Source: an optimization exercise on an open RTL-to-GDS flow (aim: small area, a short achievable clock period and few clock cycles). Production flows keep margins and buffers that such runs may drop.
Only simulation tests tie the RTL to the original design; equivalence was not proved.
Power is estimated from default activity; no workload was simulated.

Setup of 11-10:
// naas_dma
module naas_dma (
    input  logic                            clk,
    input  logic                            arst_n,
    input  logic [naas_dma_pkg::DATA_W-1:0] s_axis_tdata,
    input  logic [naas_dma_pkg::STRB_W-1:0] s_axis_tstrb,
    input  logic                            s_axis_tvalid,
    input  logic                            s_axis_tlast,
    output logic                            s_axis_tready,
    output logic [naas_dma_pkg::DATA_W-1:0] host_tdata,
    output logic                            host_tvalid,
    output logic                            host_tlast,
    input  logic                            host_tready
);
Size in the first run: about 3900 cells after synthesis, ~2300 flip-flops, about 140 I/O pins, about 60000 um^2 of cells after synthesis.
clock: 5.5 ns
lec_check: 0
cap_margin: 20
core_margin: 2
core_utilization: 40
cts_cluster_diameter: 120
cts_cluster_size: 25
setup_slack_margin: 3.0
slew_margin: 20
synth_memory_max_bits: 8192
run.sh (not shown) runs the stock make flow with config.mk's settings and CLKGATE_MAP_FILE= SYNTH_SCRIPT=/design/flow/synth_recipe.tcl, a recipe that flattens the netlist after the stock synthesis.
11-10 has completed all stages; timing, DRC and antenna checks passed.
Testbench counts of 11-10, summed over its fixed seeds: cycles 7,795.
Setup changes, 11-10 to 08-25
--- a/flow/design.v
+++ b/flow/design.v
@@ -44,35 +44,42 @@
             rmask[i] = 1'b1;
     endfunction
     localparam logic [N-1:0] RMASK = rmask();
     function automatic logic [PW-1:0] step(input logic [PW-1:0] p);
         step = (p == PW'(N - 1)) ? '0 : p + 1'b1;
     endfunction
     function automatic logic at_tap(input logic [PW-1:0] p);
         at_tap = 1'b0;
         for (int q = 1; q < N; q += S)
             if (p == PW'(q - 1))
                 at_tap = 1'b1;
     endfunction
+    function automatic logic [2:0] pop4(input logic [3:0] v);
+        case (v)
+            4'h0:                                     pop4 = 3'd0;
+            4'h1, 4'h2, 4'h4, 4'h8:                   pop4 = 3'd1;
+            4'h3, 4'h5, 4'h6, 4'h9, 4'ha, 4'hc:       pop4 = 3'd2;
+            4'h7, 4'hb, 4'hd, 4'he:                   pop4 = 3'd3;
+            default:                                  pop4 = 3'd4;
+        endcase
+    endfunction
     function automatic logic [3:0] pop8(input logic [7:0] v);
-        logic a0, a1, a2, b0, b1, b2, c0, c1;
-        a0 = ^v[3:0];
-        b0 = ^v[7:4];
-        a2 = &v[3:0];
-        b2 = &v[7:4];
-        a1 = ((v[0] & v[1]) | (v[2] & v[3]) | ((v[0] | v[1]) & (v[2] | v[3]))) & !a2;
-        b1 = ((v[4] & v[5]) | (v[6] & v[7]) | ((v[4] | v[5]) & (v[6] | v[7]))) & !b2;
-        c0 = a0 & b0;
-        c1 = (a1 & b1) | ((a1 | b1) & c0);
-        pop8 = {a2 & b2, a2 ^ b2 ^ c1, a1 ^ b1 ^ c0, a0 ^ b0};
+        logic [2:0] a, b;
+        a = pop4(v[3:0]);
+        b = pop4(v[7:4]);
+        pop8 = '0;
+        for (int i = 0; i <= 4; i++)
+            for (int j = 0; j <= 4; j++)
+                if (a == 3'(i) && b == 3'(j))
+                    pop8 = 4'(i + j);
     endfunction
     logic [63:0]   ring [0:N-1];
     logic [PW-1:0] tpos;                 
     logic [N-1:0]  rsel;                 
     logic          hrd;                  
     logic [CW-1:0] cnt;                  
     logic [CW-1:0] cnt_up, cnt_dn;       
     logic          c0, c1, cn1, cn;      
     logic          tready_q;
     logic [4:0]    ibeats;               
     logic [4:0]    d_bm1 [0:D-1];        
     logic [3:0]    d_pc  [0:D-1];        
Results
08-25 ended with more post-synthesis instance area than 11-10.
[compare] base=11-10 new=08-25: count of vias placed by the detailed router increased about 2.7%, met1 routed wirelength after detailed routing increased about 1.4%, post-synthesis sequential area ratio down 0.68 points.
11-10 ended up with fewer cell instances than 08-25 did.
Summary of 08-25 over 11-10: share of synthesized cell area in and, or, nand and nor gates went up 0.99 points, cell area shows an increase of 0.72%, part of the power in combinational logic now sits higher.
Between 08-25 and 11-10, the register-to-register slack is lower for 11-10.
Compared 08-25 against 11-10; area growth from synthesis to layout within noise.
Of 08-25 and 11-10, the run reporting the higher die area was 08-25.
When the final numbers for 08-25 and 11-10 were put side by side, the average cell area after synthesis turned out to be smaller in 08-25.
Summary — per-cell via count in the routed design, 08-25 relative to 11-10: higher, by 1.5%.
Testbench counts of 08-25, summed over its fixed seeds: cycles 7,795.

afterwards: timing with drivers on the ports:
No port has a modelled driver above. Below, the same layouts with a new extraction and two added sets of constraints.
Step 1 sets driving cells, clkbuf_16 on the clock port and buf_2 on the other inputs (assumed; they add their load-dependent delay and slew).
Step 2 moves the port delays by t, midway between the first and last clock arrival at a register: inputs arrive t later, outputs are due t later. That takes back most of the time a late clock gives input paths.
Slacks: ideal ports / drivers / drivers and shift; pairs: ideal ports / drivers.
| run | t (ns) | slack for setup (ns) | worst hold slack (ns) |
|---|---|---|---|
| 11-10 | 0.798 | 2.932 / 2.861 / 2.249 | 0.311 / 0.311 / 0.311 |
| 08-25 | 0.799 | 2.937 / 2.867 / 2.276 | 0.303 / 0.303 / 0.303 |
After both steps every run listed still meets setup and hold. The setup slack of 11-10, which loses most, moves by -0.071 ns with the drivers and by -0.683 ns with both steps.
